From an optimization exercise on the open Yosys and OpenROAD flow, aimed at small area, a short achievable clock period and few clock cycles per item; shortcuts taken in it are not production practice.
Function was checked by simulation only, so behaviour that the tests miss may differ from the original.
Power and IR drop assume default switching activity.

`flow/design.v`:
```
`timescale 1ns/1ns
module ldpc_sbit (
  input  logic a,
  input  logic b,
  input  logic c,
  input  logic en,
  output logic y
);
  assign y = en & (a | b | c);
endmodule
`timescale 1ns/1ns
module ldpc_dec_top (
  input  logic         clk,
  input  logic         rst,
  input  logic         cyc,
  input  logic         stb,
  input  logic         we,
  input  logic [7:0]   adr,
  input  logic [31:0]  dat_w,
  output logic [31:0]  dat_r,
  output logic         ack
);
  localparam int NW   = 20;
  localparam int ND   = 18;
  localparam int NG   = 2;              
  localparam int GS   = ND / NG;        
  localparam int PIPE = 1;              
  logic [7:0]     w [NW];
  logic           ready, run;
  logic [GS:0]    ring;                 
  logic [GS-1:0]  rph;                  
  logic [GS-1:0]  wph;                  
  logic           wlast;                
  logic           req, wr, in_win, is_stat, go;
  logic [NW-1:0]  asel, sel;
  logic [7:0]     gm [NG];
  logic [7:0]     gq [NG];
  logic [7:0]     gf [NG];
  logic [7:0]     rw, rd, gc;
  logic           gc7;
  assign req     = cyc & stb;
  assign ack     = req;
  assign wr      = req & we;
  assign is_stat = adr == 8'h41;
  assign go      = wr & (adr == 8'h40) & dat_w[0];
  logic [3:0] p;   
  logic [4:0] q;   
  logic       hi0;
  always_comb begin
    for (int j = 0; j < 4; j++)
      p[j] = ~run & (adr[1:0] == 2'(j));
    for (int k = 0; k < 5; k++)
      q[k] = adr[4:2] == 3'(k);
    for (int i = 0; i < NW; i++)
      asel[i] = p[i % 4] & q[i / 4];
  end
  assign hi0    = adr[7:5] == 3'b000;
  assign in_win = hi0 & (adr[4:2] <= 3'd4);
  assign rph   = ring[GS-1:0];
  assign wph   = ring[GS:1];
  assign wlast = ring[GS];
  always_comb begin
    for (int i = 0; i < NW; i++)
      sel[i] = asel[i] | ((i < ND) ? rph[i % GS] : 1'b0);
  end
  always_comb begin
    rw = '0;
    for (int g = 0; g < NG; g++) begin
      gm[g] = '0;
      for (int j = 0; j < GS; j++)
        gm[g] = gm[g] | ({8{sel[g*GS+j]}} & w[g*GS+j]);
      rw = rw | gm[g];
    end
    gc = '0;
    for (int i = ND; i < NW; i++)
      gc = gc | ({8{sel[i]}} & w[i]);
    rw = rw | gc;
  end
  assign gc7 = gc[7];
  for (genvar g = 0; g < NG; g++) begin : g_unit
    if (PIPE) begin : g_pipe
      always_ff @(posedge clk) gq[g] <= gm[g];
    end else begin : g_comb
      assign gq[g] = gm[g];
    end
    logic [7:0] x, y;
    logic _000_, _001_, _002_, _003_, _004_, _005_, _006_, _007_, _008_, _009_, _010_, _011_, _012_, _013_, _014_, _015_, _016_, _017_, _018_, _019_, _020_, _021_, _022_, _023_, _024_, _025_, _026_, _027_, _028_, _029_, _030_, _031_, _032_, _033_, _034_, _035_, _036_, _037_, _038_, _039_, _040_, _041_, _042_, _043_, _044_, _045_, _046_, _047_, _048_, _049_, _050_, _051_, _052_, _053_, _054_, _055_, _056_, _057_, _058_, _059_, _060_, _061_, _062_, _063_, _064_, _065_, _066_, _067_, _068_, _069_, _070_, _071_, _072_, _073_, _074_, _075_, _076_, _077_, _078_, _079_, _080_, _081_, _082_, _083_, _084_, _085_, _086_, _087_, _088_, _089_, _090_, _091_, _092_, _093_, _094_, _095_, _096_, _097_, _098_, _099_, _100_, _101_, _102_, _103_, _104_, _105_, _106_, _107_, _108_, _109_, _110_, _111_, _112_, _113_, _114_, _115_, _116_, _117_, _118_, _119_, _120_, _121_, _122_, _123_, _124_, _125_, _126_, _127_, _128_, _129_, _130_, _131_, _132_, _133_, _134_, _135_, _136_, _137_, _138_, _139_, _140_, _141_, _142_, _143_, _144_, _145_, _146_, _147_, _148_, _149_, _150_, _151_, _152_, _153_, _154_, _155_, _156_, _157_, _158_, _159_, _160_, _161_, _162_, _163_, _164_, _165_, _166_, _167_, _168_, _169_, _170_, _171_, _172_, _173_, _174_, _175_, _176_, _177_, _178_, _179_, _180_, _181_, _182_, _183_, _184_, _185_, _186_, _187_, _188_, _189_, _190_, _191_, _192_, _193_, _194_, _195_, _196_, _197_, _198_, _199_, _200_, _201_, _202_, _203_, _204_, _205_, _206_, _207_, _208_, _209_, _210_, _211_, _212_, _213_, _214_, _215_, _216_, _217_, _218_, _219_, _220_, _221_, _222_, _223_, _224_, _225_, _226_, _227_, _228_, _229_, _230_, _231_, _232_, _233_, _234_, _235_, _236_, _237_, _238_, _239_, _240_, _241_, _242_, _243_, _244_, _245_, _246_, _247_, _248_, _249_, _250_, _251_, _252_, _253_, _254_, _255_, _256_, _257_, _258_, _259_, _260_, _261_, _262_, _263_, _264_, _265_, _266_, _267_, _268_, _269_, _270_, _271_, _272_, _273_, _274_, _275_, _276_, _277_, _278_, _279_, _280_, _281_, _282_, _283_, _284_, _285_, _286_, _287_, _288_, _289_, _290_, _291_, _292_, _293_, _294_, _295_, _296_, _297_, _298_;
    assign x = gq[g];
    assign gf[g] = y;
    assign _058_ = ~x[6];
    assign _069_ = x[5] & ~(x[1]);
    assign _079_ = x[2] & ~(x[3]);
    assign _090_ = _079_ & _069_;
    assign _101_ = _090_ | _058_;
    assign _112_ = x[3] & ~(x[0]);
    assign _122_ = ~x[1];
    assign _133_ = x[0] & x[1];
    assign _144_ = x[3] ? _122_ : _133_;
    assign _154_ = _144_ | _112_;
    assign _165_ = x[2] | ~(x[5]);
    assign _176_ = x[3] & ~(x[2]);
    assign _187_ = _165_ & ~(_176_);
    assign _198_ = _154_ & ~(_187_);
    assign _208_ = _198_ | _101_;
    assign _219_ = x[1] & x[2];
    assign _230_ = _219_ | x[3];
    assign _232_ = x[4] & ~(x[5]);
    assign _233_ = ~(x[3] & x[2]);
    assign _234_ = ~(_233_ & _232_);
    assign _235_ = _230_ & ~(_234_);
    assign _236_ = _235_ | x[7];
    assign _237_ = x[5] | x[4];
    assign _238_ = ~_237_;
    assign _239_ = ~(x[0] | x[1]);
    assign _240_ = x[2] & ~(_239_);
    assign _241_ = _240_ | _238_;
    assign _242_ = _219_ & ~(_237_);
    assign _243_ = ~x[3];
    assign _244_ = ~(x[0] & x[1]);
    assign _245_ = _243_ & ~(_244_);
    assign _246_ = _245_ | _079_;
    assign _247_ = _246_ | _242_;
    assign _248_ = _241_ & ~(_247_);
    assign _249_ = _248_ | ~(_236_);
    assign _250_ = _249_ & ~(_069_);
    assign _251_ = _250_ | _208_;
    assign _252_ = x[7] & ~(x[6]);
    assign _253_ = x[2] | ~(x[1]);
    assign _254_ = ~(x[5] & x[4]);
    assign _255_ = _254_ | _133_;
    assign _256_ = _253_ & ~(_255_);
    assign _257_ = x[1] & ~(x[5]);
    assign _258_ = x[2] & x[4];
    assign _259_ = _257_ & ~(_258_);
    assign _260_ = _259_ | _256_;
    assign _261_ = x[3] & ~(x[5]);
    assign _262_ = _260_ ? _243_ : _261_;
    assign _263_ = _252_ & ~(_262_);
    assign _264_ = _058_ & ~(_165_);
    assign _265_ = x[3] | ~(x[4]);
    assign _266_ = _265_ | _264_;
    assign _267_ = ~(x[7] | x[6]);
    assign _268_ = x[7] & x[6];
    assign _269_ = _268_ | _267_;
    assign _270_ = _257_ & _079_;
    assign _271_ = _270_ | _269_;
    assign _272_ = _266_ & ~(_271_);
    assign _273_ = _272_ | _263_;
    assign _274_ = x[2] | x[4];
    assign _275_ = _274_ | _257_;
    assign _276_ = x[5] | ~(x[2]);
    assign _277_ = _133_ & ~(_276_);
    assign _278_ = _277_ | _258_;
    assign _279_ = _275_ & ~(_278_);
    assign _280_ = x[3] & ~(_279_);
    assign _281_ = _273_ & ~(_280_);
    assign _282_ = _251_ & ~(_281_);
    assign _283_ = x[3] | x[4];
    assign _284_ = x[1] & x[5];
    assign _285_ = x[0] ? _122_ : _284_;
    assign _286_ = ~x[2];
    assign _287_ = x[3] | x[2];
    assign _288_ = x[1] ? _286_ : _287_;
    assign _289_ = ~(_288_ | _285_);
    assign _290_ = _289_ | _283_;
    assign _291_ = x[5] & ~(x[4]);
    assign _292_ = ~(_291_ | _232_);
    assign _293_ = x[1] & x[3];
    assign _294_ = _293_ & ~(_165_);
    assign _295_ = _233_ & ~(_294_);
    assign _296_ = _292_ & ~(_295_);
    assign _297_ = ~x[0];
    assign _298_ = _287_ | x[1];
    assign _000_ = _298_ | x[5];
    assign _001_ = _297_ & ~(_000_);
    assign _002_ = _001_ | _296_;
    assign _003_ = _002_ | ~(_290_);
    assign _004_ = ~(_003_ & _282_);
    assign _005_ = x[1] ? x[5] : x[3];
    assign _006_ = ~(_005_ & _286_);
    assign _007_ = _291_ & ~(x[1]);
    assign _008_ = _006_ & ~(_007_);
    assign _009_ = _230_ | _101_;
    assign _010_ = _008_ & ~(_009_);
    assign _011_ = _010_ | _236_;
    assign _012_ = _004_ & ~(_011_);
    assign _013_ = _012_ | x[5];
    assign _014_ = ~x[5];
    assign _015_ = x[1] & ~(x[4]);
    assign _016_ = _014_ & ~(_015_);
    assign _017_ = _233_ & ~(_291_);
    assign _018_ = _017_ | _016_;
    assign _019_ = _018_ | ~(_208_);
    assign _020_ = x[4] & ~(_208_);
    assign _021_ = ~(_293_ | _234_);
    assign _022_ = ~(_287_ | _284_);
    assign _023_ = x[6] & ~(x[3]);
    assign _024_ = _023_ | _022_;
    assign _025_ = _024_ | _021_;
    assign _026_ = _025_ | _020_;
    assign _027_ = _019_ & ~(_026_);
    assign _028_ = ~x[7];
    assign _029_ = _292_ ^ _122_;
    assign _030_ = _029_ | ~(_253_);
    assign _031_ = x[2] & x[5];
    assign _032_ = ~(_031_ | _291_);
    assign _033_ = _032_ | x[3];
    assign _034_ = _030_ & ~(_033_);
    assign _035_ = _034_ | _028_;
    assign _036_ = _035_ | _027_;
    assign _037_ = x[7] & x[3];
    assign _038_ = x[6] & ~(_037_);
    assign _039_ = _036_ & ~(_038_);
    assign _040_ = _039_ | _292_;
    assign _041_ = _013_ & ~(_040_);
    assign _042_ = ~(_230_ & _028_);
    assign _043_ = ~(_269_ & _014_);
    assign _044_ = _042_ & ~(_043_);
    assign _045_ = _267_ | ~(_254_);
    assign _046_ = _269_ & ~(_238_);
    assign _047_ = _045_ & ~(_046_);
    assign _048_ = ~(_047_ | _044_);
    assign y[6] = _048_ & ~(_041_);
    assign _049_ = _021_ & ~(_058_);
    assign _050_ = ~(_049_ | _036_);
    assign _051_ = ~(x[6] & x[3]);
    assign _052_ = _291_ & ~(_051_);
    assign _053_ = _012_ & ~(_052_);
    assign y[4] = _053_ | _050_;
    assign _054_ = ~(x[7] | x[3]);
    assign _055_ = _058_ & ~(_054_);
    assign _056_ = ~(_055_ & _292_);
    assign _057_ = _054_ & ~(_014_);
    assign _059_ = _057_ | ~(_056_);
    assign _060_ = _059_ & ~(y[4]);
    assign _061_ = _238_ & ~(_269_);
    assign _062_ = x[6] | ~(x[4]);
    assign _063_ = _062_ & ~(_230_);
    assign _064_ = _045_ & ~(_063_);
    assign _065_ = _064_ | _061_;
    assign _066_ = _269_ & ~(_014_);
    assign _067_ = _230_ & ~(_066_);
    assign _068_ = _065_ & ~(_067_);
    assign _070_ = _068_ | _041_;
    assign y[5] = _070_ | _060_;
    assign _071_ = ~(_254_ & x[3]);
    assign _072_ = ~(_071_ | _239_);
    assign _073_ = x[2] & ~(x[1]);
    assign _074_ = _254_ ^ x[3];
    assign _075_ = _073_ ? _074_ : _072_;
    assign _076_ = x[1] | ~(x[3]);
    assign _077_ = ~(_076_ & _286_);
    assign _078_ = _077_ | _254_;
    assign _080_ = ~_267_;
    assign _081_ = x[3] & x[5];
    assign _082_ = ~(_081_ & x[2]);
    assign _083_ = _122_ & ~(_082_);
    assign _084_ = ~(_083_ | _080_);
    assign _085_ = _084_ & _078_;
    assign _086_ = _085_ & ~(_075_);
    assign _087_ = _282_ & ~(_086_);
    assign _088_ = ~(_285_ & _286_);
    assign _089_ = x[2] & ~(_285_);
    assign _091_ = _254_ & ~(_089_);
    assign _092_ = _082_ & ~(_091_);
    assign _093_ = _088_ & ~(_092_);
    assign _094_ = _089_ & ~(_255_);
    assign _095_ = ~(x[1] & x[4]);
    assign _096_ = _095_ | x[0];
    assign _097_ = _176_ & ~(_096_);
    assign _098_ = _097_ | _094_;
    assign _099_ = _098_ | _093_;
    assign _100_ = _297_ & ~(_283_);
    assign _102_ = _100_ | _081_;
    assign _103_ = _291_ | x[1];
    assign _104_ = _102_ & ~(_103_);
    assign _105_ = _104_ | _080_;
    assign _106_ = _099_ & ~(_105_);
    assign _107_ = _274_ & ~(_133_);
    assign _108_ = _081_ & ~(_107_);
    assign _109_ = _108_ | _090_;
    assign _110_ = _263_ & ~(_109_);
    assign _111_ = _110_ | _106_;
    assign _113_ = _288_ & ~(x[7]);
    assign _114_ = x[7] & ~(_274_);
    assign _115_ = _081_ | _258_;
    assign _116_ = _115_ | _114_;
    assign _117_ = _116_ | _113_;
    assign _118_ = _111_ & ~(_117_);
    assign y[3] = _118_ | _087_;
    assign _119_ = _015_ & ~(_107_);
    assign _120_ = ~(_031_ & _243_);
    assign _121_ = _073_ | _261_;
    assign _123_ = _120_ & ~(_121_);
    assign _124_ = _123_ | _119_;
    assign _125_ = ~(_165_ & _243_);
    assign _126_ = _119_ & ~(_125_);
    assign _127_ = _126_ | _294_;
    assign _128_ = _124_ & ~(_127_);
    assign _129_ = _073_ & ~(_074_);
    assign _130_ = _237_ & ~(_133_);
    assign _131_ = _297_ & ~(_076_);
    assign _132_ = ~(_131_ | _069_);
    assign _134_ = ~(_132_ & _130_);
    assign _135_ = ~(_022_ & x[4]);
    assign _136_ = _134_ & ~(_135_);
    assign _137_ = _136_ | x[7];
    assign _138_ = _137_ | _129_;
    assign _139_ = _138_ | _128_;
    assign _140_ = x[1] ? x[0] : x[5];
    assign _141_ = _140_ | _239_;
    assign _142_ = ~(_141_ | _187_);
    assign _143_ = _137_ & ~(_142_);
    assign _145_ = ~_274_;
    assign _146_ = _144_ & ~(_237_);
    assign _147_ = _134_ & ~(_146_);
    assign _148_ = _147_ ? x[2] : _145_;
    assign _149_ = _143_ & ~(_148_);
    assign _150_ = _149_ | _058_;
    assign _151_ = _139_ & ~(_150_);
    assign y[2] = _151_ | _111_;
    assign _152_ = ~_276_;
    assign _153_ = _244_ ? _145_ : _152_;
    assign _155_ = _008_ & ~(_153_);
    assign _156_ = _028_ & ~(_155_);
    assign _157_ = _237_ | ~(_112_);
    assign _158_ = x[0] & ~(x[5]);
    assign _159_ = _158_ | _130_;
    assign _160_ = _158_ & _274_;
    assign _161_ = _160_ | _239_;
    assign _162_ = _159_ & ~(_161_);
    assign _163_ = _157_ & ~(_162_);
    assign _164_ = x[7] & ~(_163_);
    assign _166_ = _037_ ? x[1] : _253_;
    assign _167_ = _073_ | ~(_016_);
    assign _168_ = _166_ & ~(_167_);
    assign _169_ = _168_ | _058_;
    assign _170_ = _169_ | _164_;
    assign _171_ = _170_ | _156_;
    assign _172_ = _286_ & ~(_113_);
    assign _173_ = _233_ | x[0];
    assign _174_ = _015_ & ~(_173_);
    assign _175_ = x[1] ? _232_ : _291_;
    assign _177_ = ~(_175_ | _174_);
    assign _178_ = _172_ | ~(_177_);
    assign _179_ = _243_ & ~(_096_);
    assign _180_ = _177_ & ~(_179_);
    assign _181_ = _172_ & ~(_180_);
    assign _182_ = _237_ & ~(_028_);
    assign _183_ = _274_ & ~(_182_);
    assign _184_ = _183_ | _268_;
    assign _185_ = _184_ | _181_;
    assign _186_ = _178_ & ~(_185_);
    assign _188_ = _141_ | ~(_032_);
    assign _189_ = _144_ | ~(x[4]);
    assign _190_ = x[5] & ~(_015_);
    assign _191_ = _082_ & ~(_190_);
    assign _192_ = _297_ & ~(_079_);
    assign _193_ = _192_ & ~(_176_);
    assign _194_ = _193_ | _191_;
    assign _195_ = _189_ & ~(_194_);
    assign _196_ = _188_ & ~(_195_);
    assign _197_ = _084_ & ~(_196_);
    assign _199_ = _197_ | _186_;
    assign y[1] = _171_ & ~(_199_);
    assign _200_ = ~(x[0] & x[5]);
    assign _201_ = _200_ | _129_;
    assign _202_ = _297_ & ~(_284_);
    assign _203_ = _291_ & _287_;
    assign _204_ = _202_ & ~(_203_);
    assign _205_ = _174_ | _080_;
    assign _206_ = _205_ | _204_;
    assign _207_ = _201_ & ~(_206_);
    assign _209_ = ~(_050_ | _298_);
    assign _210_ = ~(_274_ & _112_);
    assign _211_ = _210_ | ~(_016_);
    assign _212_ = ~(_211_ & _269_);
    assign _213_ = _152_ & ~(_096_);
    assign _214_ = x[0] & ~(_016_);
    assign _215_ = _214_ | _213_;
    assign _216_ = _215_ | _212_;
    assign _217_ = _216_ | _209_;
    assign _218_ = _252_ & ~(_174_);
    assign _220_ = _218_ | ~(_137_);
    assign _221_ = _220_ & ~(_029_);
    assign _222_ = _287_ & ~(_096_);
    assign _223_ = _222_ | ~(_137_);
    assign _224_ = _233_ & ~(_297_);
    assign _225_ = ~(_224_ & _257_);
    assign _226_ = ~(_000_ & x[6]);
    assign _227_ = _225_ & ~(_226_);
    assign _228_ = _223_ & ~(_227_);
    assign _229_ = _228_ | _221_;
    assign _231_ = _217_ & ~(_229_);
    assign y[0] = _231_ | _207_;
    assign y[7] = x[7];
  end
  logic [2:0] sx;
  for (genvar c = 0; c < 3; c++) begin : g_sx
    ldpc_sbit u_sx (.a(gm[0][7]), .b(gm[1][7]), .c(gc7), .en(in_win), .y(sx[c]));
  end
  assign rd    = rw;
  assign dat_r = in_win ? {{8{sx[2]}}, {8{sx[1]}}, {8{sx[0]}}, rd} : {31'b0, is_stat & (ready | wlast)};
  always_ff @(posedge clk) begin
    for (int i = 0; i < NW; i++) begin
      if (i < ND && run) begin
        if (wph[i % GS])
          w[i] <= gf[i / GS];
      end else if (wr && hi0 && asel[i]) begin
        w[i] <= dat_w[7:0];
      end
    end
  end
  always_ff @(posedge clk) begin
    if (rst) begin
      run   <= 1'b0;
      ready <= 1'b0;
      ring  <= '0;
    end else if (run) begin
      ring <= ring << 1;
      if (wlast) begin
        run   <= 1'b0;
        ready <= 1'b1;
      end
    end else if (go) begin
      run   <= 1'b1;
      ready <= 1'b0;
      ring  <= (GS+1)'(1);
    end else if (wr && in_win) begin
      ready <= 1'b0;
    end
  end
endmodule
```
`flow/run.sh`:
```
#!/bin/bash
# synth_recipe.tcl (not shown) runs the flow's synth.tcl, then flattens the netlist and writes it again
# the make line also repeats each setting of config.mk as NAME=value (left out here)
make -C /OpenROAD-flow-scripts/flow DESIGN_CONFIG=/design/flow/config.mk WORK_HOME=/design/flow/orfs CLKGATE_MAP_FILE= SYNTH_SCRIPT=/design/flow/synth_recipe.tcl finish
```
`flow/config.mk`:
```
export PLATFORM = sky130hd
export DESIGN_NAME = ldpc_dec_top
export DESIGN_NICKNAME = ldpc_dec_top
export VERILOG_FILES = /design/flow/design.v
export SDC_FILE = /design/flow/constraint.sdc
export NUM_CORES = 4
export LEC_CHECK = 0
export ABC_AREA = 1
export CAP_MARGIN = 20
export CORE_MARGIN = 2
export CORE_UTILIZATION = 50
export CTS_BUF_LIST = sky130_fd_sc_hd__clkbuf_4 sky130_fd_sc_hd__clkbuf_8
export SETUP_SLACK_MARGIN = 1.5
export SLEW_MARGIN = 20
export SYNTH_HIERARCHICAL = 1
export SYNTH_MINIMUM_KEEP_SIZE = 0
```
`flow/constraint.sdc`:
```
create_clock -name core_clock -period 4.0 [get_ports {clk}]
set_input_delay 0.8000 -clock core_clock [delete_from_list [all_inputs] [get_ports {clk}]]
set_output_delay 0.8000 -clock core_clock [all_outputs]
set_load 0.01 [all_outputs]
```
==> flow_summary_export.csv, run 1 <==
group,metric,value,unit
setup_path,rrSetupSlack,1.65,ns
timing,hold_violations,0,
place,gp_congestion,0.9761,
floorplan,rows,51,
yosys,syn_inst,1176,
setup_path,path_cells,"buf_8 > clkinvlp_4 > buf_6 > nor3_4 > buf_6 > buf_6 > nand2_4 > nand2_4 > nand2_2 > nand2_2 > nor4_4 > inv_2 > inv_2 > a21oi_2 > inv_2 > nor2_4 > buf_6 > buf_6",
setup_path,cp_max_fo,6,
floorplan,dieArea,0.02106,mm²
yosys,synth_edf_count,160,
cells_and_area,final_layout_size_suffix_gt1_frac,0.3027,
power_and_ir_drop,vdd_ir_drop_max,0.3059,mV
power_and_ir_drop,internal_power,2.871,mW
timing,setup_viol,0,
detailed_routing,detail_route.wl_per_cell,18.20,µm
floorplan,coreArea,0.01953,mm²
floorplan,io_pins,78,
yosys,synth_top_family_by_area,"simple AND/OR/NAND/NOR gates",
setup_path,critPathTopFamily,"buffers and inverters",
detailed_routing,wl,29.59,mm
yosys,syn_avg_cell_area,8.466,µm²
power_and_ir_drop,clockPowerShare,0.303,
setup_path,critical_path.startpoint,"adr[2]",
timing,min_period,3.360,ns
detailed_routing,via_per_inst,5.470,
timing,worst_slew_pin_slew,0.6854,ns
clock_network,h-tree-depth,4,
yosys,synth_compound_area_frac,0.09250,
yosys,ys.flop_type,"edfxtp_1",
yosys,synth_cell_types,42,
yosys,yosysSeqAreaShare,0.5389,
timing,rsz0062_at_grt,"true",
setup_path,arrival,2.56,ns
cells_and_area,nets,1410,
floorplan,die_h,145.1,µm
global_route,grt_max_degree,28,
setup_path,cp.buffers_inverters,10,
power_and_ir_drop,switching_share,0.2984,
yosys,synth.area.mux_share,0,
cells_and_area,antennaDiodeCount,0,
timing,slew_headroom,0.5414,
detailed_routing,dr_total_vias,8894,
floorplan,die_w,145.1,µm
detailed_routing,firstDrtPassIters,7,
outcome,outcome,"timing/DRC/antenna clean",
place,portBuffers,53,
hold_path,hold_start,"ring[0]$_SDFFE_PP0P_",
yosys,netlist_area,0.009956,mm²
power_and_ir_drop,p_total,4.092,mW
detailed_routing,drc,0,
clock_network,numClockSinks,188,
yosys,ys_async_sr_fraction,0,
yosys,syn-num-nets,1237,
cells_and_area,area_growth,30.71,%
setup_path,worstReg2RegStart,"gq[1][4]$_DFF_P_",
global_route,grt_pass1_vias,8239,
flow_run,max-cap-violations,0,
setup_path,cp_common_cell,"buf_6",
setup_path,reg2reg_to,"w[12][0]$_DFFE_PP_",
setup_path,reg2reg_depth,14,
cells_and_area,utilization,0.6665,
yosys,ys_ff_latch,188,
setup_path,crit_required,3.20,ns
yosys,yosys_warnings,15,
setup_path,cp-end-kind,"output pin",
power_and_ir_drop,switchingPower,1.221,mW
power_and_ir_drop,pwr-share-seq,0.529,
yosys,synthSimpleGateAreaFrac,0.2681,
setup_path,worstSetupEndpoint,"dat_r[20]",
global_route,grt_remaining_overflow,0,
place,dp_hpwl,21.42,mm
setup_path,worst-path-stages,18,
hold_path,holdCritPathClass,"register to register",
detailed_routing,ant_nets,0,
timing,fmax,0.2976,GHz
power_and_ir_drop,p_per_area,314.4,mW/mm²
power_and_ir_drop,pwr-share-comb,0.169,
power_and_ir_drop,power.static_leakage,5.528,nW
clock_network,cts_buffer_depth,2,
setup_path,critical_path_class,"input port to output pin",
floorplan,start_util,0.5099,
clock_network,clk_pin_slew_worst_paths,0.10,ns
clock_network,cts_tree,"done",
timing,drv_slew,0,
detailed_routing,drt_iter0_drc,664,
timing,period_share,0.8400,
clock_network,cts_buffers,17,
setup_path,crit_path_top_delay_cell,"nor4_4",
global_route,antenna_found_initial,1,
global_route,grt_pass1_wl,45.04,mm
clock_network,clockRootBuffer,"clkbuf_8",
timing,skew,0.01255,ns
yosys,synth-xor-area-share,0.001759,
clock_network,clock_latency,0.46,ns
setup_path,crit_path_max_incr_delay,0.34,ns
yosys,synthAdderAreaFrac,0.02011,
global_route,grt_usage,0.2759,
setup_path,startpoint_type,"input port",
[registers in the layout (all words and copies together) (netlist names)]
signal and flops:
gq 16, ready 1, ring 10, run 1, w 160
[routing by layer]
metal / vias to the layer above / global-route usage / wire, µm
li1: 4323 / - / -
met1: 4127 / 0.3829 / 12850
met2: 367 / 0.4371 / 13870
met3: 75 / 0.04371 / 1848
met4: 2 / 0.1093 / 1010
met5: - / 0 / 10
[power by group through the flow]
stage               logic [mW]  registers [mW]  clock network [mW]
floorplan                0.374            2.19                   0
global placement         0.579            2.21                   0
detailed placement       0.572            2.21                   0
CTS                      0.625            2.16                1.26
global route             0.753            2.16                1.33
finish                   0.690            2.16                1.24
[worst register-to-register path, cell delays in order, from the launching register on]
cell and delay, ns:
dfxtp_1 0.34, buf_6 0.13, clkinvlp_4 0.15, ha_2 0.32, xor2_1 0.20, inv_1 0.08, nand2_1 0.06, a31oi_2 0.17
nand3_2 0.13, nand2_1 0.09, nand3_1 0.07, nand2_1 0.06, nand2_1 0.05, nand2_1 0.13, nand2_4 0.11
[Yosys cell counts (9+ instances only)]
library cell	count	area, µm²
buf_4	27	202.7
buf_2	17	85.08
a21oi_1	46	230.2
inv_1	112	420.4
nor4_1	13	81.33
edfxtp_1	160	4805
nand2_1	365	1370
ha_1	16	200.2
nand4_1	11	68.82
nor2_1	89	334.1
dfxtp_1	28	560.5
o21ai_0	74	370.4
o21ai_1	9	45.04
nand2_2	10	62.56
nor3_1	22	110.1
nand3_1	107	535.5
[Yosys stat by module (local to each module, per instance)]
| module | cells | area [µm²] | times used | flops+latches |
|---|---|---|---|---|
| ldpc_dec_top | 1164 | 9907 | 1 | 188 |
| ldpc_sbit | 4 | 16.27 | 3 | 0 |
[worst min path at each step]
stage / to / depth (start not counted)
CTS: ring[1]$_SDFFE_PP0N_ / 2
global placement: ring[1]$_SDFFE_PP0N_ / 2
global route: ring[1]$_SDFFE_PP0N_ / 2
detailed placement: ring[1]$_SDFFE_PP0N_ / 2
floorplan: ring[1]$_SDFFE_PP0N_ / 2
finish: ring[1]$_SDFFE_PP0N_ / 2
[cells in the final DEF, fill, tap and decap left out, types with 9 or more instances in the layout]
master,netlist,final
o21ai_0,74,67
buf_6,0,57
nor2_4,1,9
inv_1,112,90
nor2_1,89,69
inv_2,7,18
nand3_1,107,86
nor3_1,22,18
buf_4,27,118
clkbuf_8,0,17
clkdlybuf4s50_1,0,15
nand2_2,10,41
nand2_4,0,19
nand4_1,11,11
ha_1,16,12
nor2_2,1,13
nand3_2,0,19
a21oi_1,46,41
buf_2,17,9
edfxtp_1,160,160
nand2_1,365,314
dfxtp_1,28,16
o21ai_1,9,12
[kinds of logic after synthesis]
| logic type | Yosys count |
|---|---|
| DFF | 188 |
| adders and majority gates | 16 |
| and+or+nand+nor | 629 |
| xor gates and xnor gates | 2 |
| AOI/OAI and AO/OA | 165 |
| buffers and inverters | 176 |
[final cells by class]
class | instances | area, µm²
fillers | 1654 | 6513
flip-flops and latches | 188 | 5390
multi-input cells | 812 | 4531
repair buffers | 206 | 1843
inverters | 124 | 513.0
well taps | 265 | 331.6
clock buffers | 17 | 234.0
clock inverters | 14 | 171.4
[metrics by stage]
step           hold slack [ns]  std cells  instance area (µm²)  setup slack, ns  TNS, ns
2_1_floorplan           0.4453       1176                10070           0.9820        0
3_3_place_gp            0.4506       1531                11290          -0.3916   -7.514
3_5_place_dp            0.4561       1531                11290          -0.4226   -8.810
4_1_cts                 0.4709       1597                12360           0.6883        0
5_1_grt                 0.4904       1626                13010           0.5689        0
6_report                0.4675       1626                13010           0.6400        0
[what timing repair did]
action | CTS | global route
setup buffers | 35 | 29
setup endpoints to repair | 167 | 166
pin swaps | 44 | 40
resized for setup | 304 | 114
hold buffers | 0 | 0
Testbench counts, summed over its fixed seeds: cycles 3,008, items 64.
==> run 2: changes to the inputs <==
--- a/flow/design.v
+++ b/flow/design.v
@@ -31,7 +31,7 @@
   logic [GS-1:0]  rph;                  
   logic [GS-1:0]  wph;                  
   logic           wlast;                
-  logic           req, wr, in_win, is_stat, go;
+  logic           req, wr, lo_ok, is_stat, go;
   logic [NW-1:0]  asel, sel;
   logic [7:0]     gm [NG];
   logic [7:0]     gq [NG];
@@ -43,19 +43,11 @@
   assign wr      = req & we;
   assign is_stat = adr == 8'h41;
   assign go      = wr & (adr == 8'h40) & dat_w[0];
-  logic [3:0] p;   
-  logic [4:0] q;   
-  logic       hi0;
+  assign lo_ok = (adr[7:5] == 3'b000) & ~run;
   always_comb begin
-    for (int j = 0; j < 4; j++)
-      p[j] = ~run & (adr[1:0] == 2'(j));
-    for (int k = 0; k < 5; k++)
-      q[k] = adr[4:2] == 3'(k);
     for (int i = 0; i < NW; i++)
-      asel[i] = p[i % 4] & q[i / 4];
+      asel[i] = lo_ok & (adr[4:0] == 5'(i));
   end
-  assign hi0    = adr[7:5] == 3'b000;
-  assign in_win = hi0 & (adr[4:2] <= 3'd4);
   assign rph   = ring[GS-1:0];
   assign wph   = ring[GS:1];
   assign wlast = ring[GS];
@@ -397,16 +389,16 @@
   end
   logic [2:0] sx;
   for (genvar c = 0; c < 3; c++) begin : g_sx
-    ldpc_sbit u_sx (.a(gm[0][7]), .b(gm[1][7]), .c(gc7), .en(in_win), .y(sx[c]));
+    ldpc_sbit u_sx (.a(gm[0][7]), .b(gm[1][7]), .c(gc7), .en(~run), .y(sx[c]));
   end
-  assign rd    = rw;
-  assign dat_r = in_win ? {{8{sx[2]}}, {8{sx[1]}}, {8{sx[0]}}, rd} : {31'b0, is_stat & (ready | wlast)};
+  assign rd    = rw & {8{~run}};
+  assign dat_r = {{8{sx[2]}}, {8{sx[1]}}, {8{sx[0]}}, rd[7:1], rd[0] | (is_stat & (ready | wlast))};
   always_ff @(posedge clk) begin
     for (int i = 0; i < NW; i++) begin
       if (i < ND && run) begin
         if (wph[i % GS])
           w[i] <= gf[i / GS];
-      end else if (wr && hi0 && asel[i]) begin
+      end else if (wr && asel[i]) begin
         w[i] <= dat_w[7:0];
       end
     end
@@ -426,7 +418,7 @@
       run   <= 1'b1;
       ready <= 1'b0;
       ring  <= (GS+1)'(1);
-    end else if (wr && in_win) begin
+    end else if (wr && asel != '0) begin
       ready <= 1'b0;
     end
   end
==> flow_summary_export.csv, run 2 <==
group,metric,value,unit
outcome,outcome,"timing/DRC/antenna clean",
detailed_routing,drt_iter0_drc,795,
floorplan,dieArea,0.02125,mm²
global_route,grt_pass1_wl,45.38,mm
timing,worst_slew_pin_slew,0.8212,ns
setup_path,worst-path-stages,15,
yosys,syn_avg_cell_area,8.695,µm²
cells_and_area,largest_register,"w",
place,portBuffers,53,
yosys,synth_compound_area_frac,0.1135,
cells_and_area,reg.largest.list,"w: 160 flops, gq: 16 flops, ring: 10 flops",
timing,fmax,0.2928,GHz
yosys,yosysMostFrequentCell,"nand2_1",
yosys,synth-xor-area-share,0.001743,
timing,hold_violations,0,
place,dp_hpwl,21.31,mm
floorplan,die_h,145.8,µm
timing,min_period,3.416,ns
timing,setup_tns,0,ns
setup_path,cp_max_fo,8,
timing,rsz0062_at_grt,"true",
place,post-place-cells,1498,
setup_path,rrSetupSlack,0.64,ns
clock_network,clockRootBuffer,"clkbuf_8",
yosys,syn_inst,1156,
clock_network,cts_buffers,17,
yosys,yosysSeqAreaShare,0.5338,
clock_network,h-tree-depth,4,
detailed_routing,dr_total_vias,8863,
place,gp_congestion,0.9527,
timing,skew,0.01003,ns
yosys,synth.area.mux_share,0,
yosys,yosys.area.top_type,"edfxtp_1",
cells_and_area,nets,1359,
detailed_routing,ant_nets,0,
cells_and_area,antennaDiodeCount,0,
cells_and_area,utilization,0.6338,
clock_network,numClockSinks,188,
setup_path,arrival,2.62,ns
yosys,synth_edf_count,160,
detailed_routing,detail_route.wl_per_cell,18.46,µm
hold_path,worstHoldPathCells,2,
floorplan,rows,51,
cells_and_area,mostFrequentLayoutCell,"nand2_1",
setup_path,worstReg2RegStart,"run$_SDFF_PP0_",
setup_path,reg2reg_depth,25,
detailed_routing,wl,29.10,mm
yosys,netlist_area,0.01005,mm²
cells_and_area,area_growth,23.53,%
global_route,grt_pass1_vias,8299,
detailed_routing,via_per_inst,5.624,
floorplan,coreArea,0.01959,mm²
detailed_routing,highest_layer,"met4",
setup_path,cp_common_cell,"buf_6",
yosys,synth_area_leaders,"edfxtp_1 (48%), nand2_1 (13%), dfxtp_1 (5.6%)",
clock_network,cts_tree,"done",
setup_path,reg2reg_to,"gq[1][0]$_DFF_P_",
power_and_ir_drop,p_total,3.630,mW
setup_path,cp.buffers_inverters,4,
cells_and_area,fin_cells,1576,
timing,drv_slew,0,
setup_path,critical_path_class,"input port to output pin",
yosys,syn-num-nets,1217,
cells_and_area,layout_common_cells,"nand2_1 (318), edfxtp_1 (160), buf_4 (106), o21ai_0 (91), nand3_1 (84)",
place,dpl_worst_slack,-0.2245,ns
setup_path,critPathTopFamily,"simple AND/OR/NAND/NOR gates",
floorplan,start_util,0.5131,
power_and_ir_drop,vdd_ir_drop_max,0.2807,mV
yosys,synthTopCellsByCount,"nand2_1 (346), edfxtp_1 (160), o21ai_0 (98), nand3_1 (92), inv_1 (89)",
setup_path,cp-end-kind,"output pin",
clock_network,cts_buffer_depth,2,
detailed_routing,met2_length,13.40,mm
clock_network,clock_latency,0.46,ns
hold_path,hold_path_end,"gq[1][1]$_DFF_P_",
global_route,antenna_found_initial,0,
setup_path,startpoint_type,"input port",
setup_path,crit_required,3.20,ns
yosys,ys_async_sr_fraction,0,
clock_network,clk_pin_slew_worst_paths,0.10,ns
hold_path,holdCritPathClass,"register to register",
detailed_routing,drc,0,
yosys,ys.flop_type,"edfxtp_1",
setup_path,critical_path.startpoint,"adr[6]",
yosys,ys_ff_latch,188,
global_route,grt_usage,0.2736,
detailed_routing,firstDrtPassIters,7,
global_route,grt_max_degree,37,
clock_network,hold_buffers,0,
detailed_routing,drt-met1-wl,12.74,mm
setup_path,crit_path_top_delay_cell,"a21oi_4",
timing,setup_slack,0.5842,ns
floorplan,die_w,145.8,µm
flow_run,max-cap-violations,0,
power_and_ir_drop,p_per_area,292.3,mW/mm²
yosys,yosys_warnings,15,
yosys,synth_top_area_frac,0.4780,
detailed_routing,routed-wl-met3,2.095,mm
global_route,grt_remaining_overflow,0,
timing,setup_viol,0,
floorplan,io_pins,78,
yosys,synthSimpleGateAreaFrac,0.2622,
setup_path,path_cells,"buf_6 > nor2_4 > nand2_8 > nor2_4 > buf_6 > nand3_4 > nand2_4 > nand2_1 > nand2_2 > a21oi_4 > nand3_2 > buf_6 > nor2_2 > a21oi_4 > buf_2",
timing,slew_headroom,0.4505,
timing,period_share,0.8540,
setup_path,crit_path_max_incr_delay,0.27,ns
yosys,synth_cell_types,47,
cells_and_area,largest_reg_flops,160,
yosys,synthAdderAreaFrac,0.01992,
yosys,synth_top_family_by_area,"simple AND/OR/NAND/NOR gates",
hold_path,hold_start,"w[12][1]$_DFFE_PP_",
power_and_ir_drop,power.static_leakage,5.211,nW
cells_and_area,final_layout_size_suffix_gt1_frac,0.2624,
run 2: cell count changes in the layout (fill, tap and decap cells not counted), moves of 9 or more:
cell	before	now
nor2_2	13	25
buf_6	57	27
nand2_2	41	21
buf_4	118	106
o21ai_0	67	91
buf_2	9	25
nand3_2	19	10
inv_1	90	72
run 2: per-stage QoR:
step                      instance area, µm²  hold WS, ns
after CTS                              12040       0.4780
after detailed placement               11310       0.4556
after global placement                 11310       0.4508
after global routing                   12420       0.5037
after floorplan                        10180       0.4328
final                                  12420       0.4779
run 2: layout make-up:
class | instances | area [µm²]
clock buffer | 18 | 241.5
clock inverter | 14 | 143.9
fill | 1708 | 7174
inverter | 96 | 386.6
multi-input combinational | 819 | 4488
sequential | 188 | 5379
tap | 265 | 331.6
timing repair buffer | 176 | 1445
run 2: worst reg2reg max path: cells and delay by family (launching register included):
family,cells,cell delay (ns)
buffers and inverters,17,2.08
and+or+nand+nor,6,0.45
DFF,1,0.37
AOI/OAI and AO/OA,2,0.39
run 2: worst max path at each step:
stage / end / slack [ns]
final: dat_r[30] / 0.58
after CTS: dat_r[22] / 0.58
after global routing: dat_r[14] / 0.45
after floorplan: dat_r[10] / 0.97
after detailed placement: dat_r[23] / -0.22
after global placement: dat_r[23] / -0.17
run 2: modules after synthesis, one instance, submodules excluded:
module	copies in the design	flip-flops and latches
ldpc_sbit	3	0
ldpc_dec_top	1	188
run 2: power breakdown:
group	switching, mW	internal (mW)
clock network	0.706	0.526
registers	0.00560	2.12
logic	0.168	0.102
total	0.880	2.75
run 2: per-layer routing:
| metal | global-route usage | up-vias |
|---|---|---|
| met5 | 0 | - |
| met3 | 0.05078 | 59 |
| met2 | 0.4304 | 436 |
| met1 | 0.3774 | 4126 |
| met4 | 0.1069 | 0 |
| li1 | - | 4242 |
run 2: logic make-up after synthesis:
family | count (synthesis)
xor gates and xnor gates | 2
adders and majority gates | 16
buffers and inverters | 149
AOI/OAI and AO/OA | 202
and+or+nand+nor | 599
DFF | 188
run 2: timing repair:
| item | CTS | global route |
|---|---|---|
| pin swaps | 48 | 15 |
| endpoints found under the hold margin | 0 | 0 |
| resized for setup | 252 | 62 |
| setup endpoints to repair | 164 | 150 |
| buffers inserted | 27 | 19 |
Testbench counts of run 2, summed over its fixed seeds: cycles 3,008, items 64.

what the ideal ports hide:
In the flow no input, the clock included, has a driving cell. The finished layouts below were timed again as built, in two steps. Step 1 sets driving cells, clkbuf_16 on the clock port and buf_2 on the other inputs (assumed; they add their load-dependent delay and slew). Step 2 adds t to the input delays and takes it off the output delays; t is the mean of the earliest and latest rising clock arrival at the registers after step 1. Input paths then give back, and output paths get back, about the clock's delay inside the block. Three values: no drivers, after step 1, after step 2; two values: the first two.
run | shift t [ns] | setup WS [ns] | worst setup path at the end | clock arrival spread, ns
run 1 | 0.500 | 0.640 / 0.601 / 0.601 | input to output | 0.012 / 0.012
run 2 | 0.496 | 0.584 / 0.549 / 0.097 | input to register | 0.011 / 0.011
After both steps setup and hold are still met in every run listed. The setup slack of run 2, which loses most, moves by -0.035 ns with the drivers and by -0.487 ns with both steps.
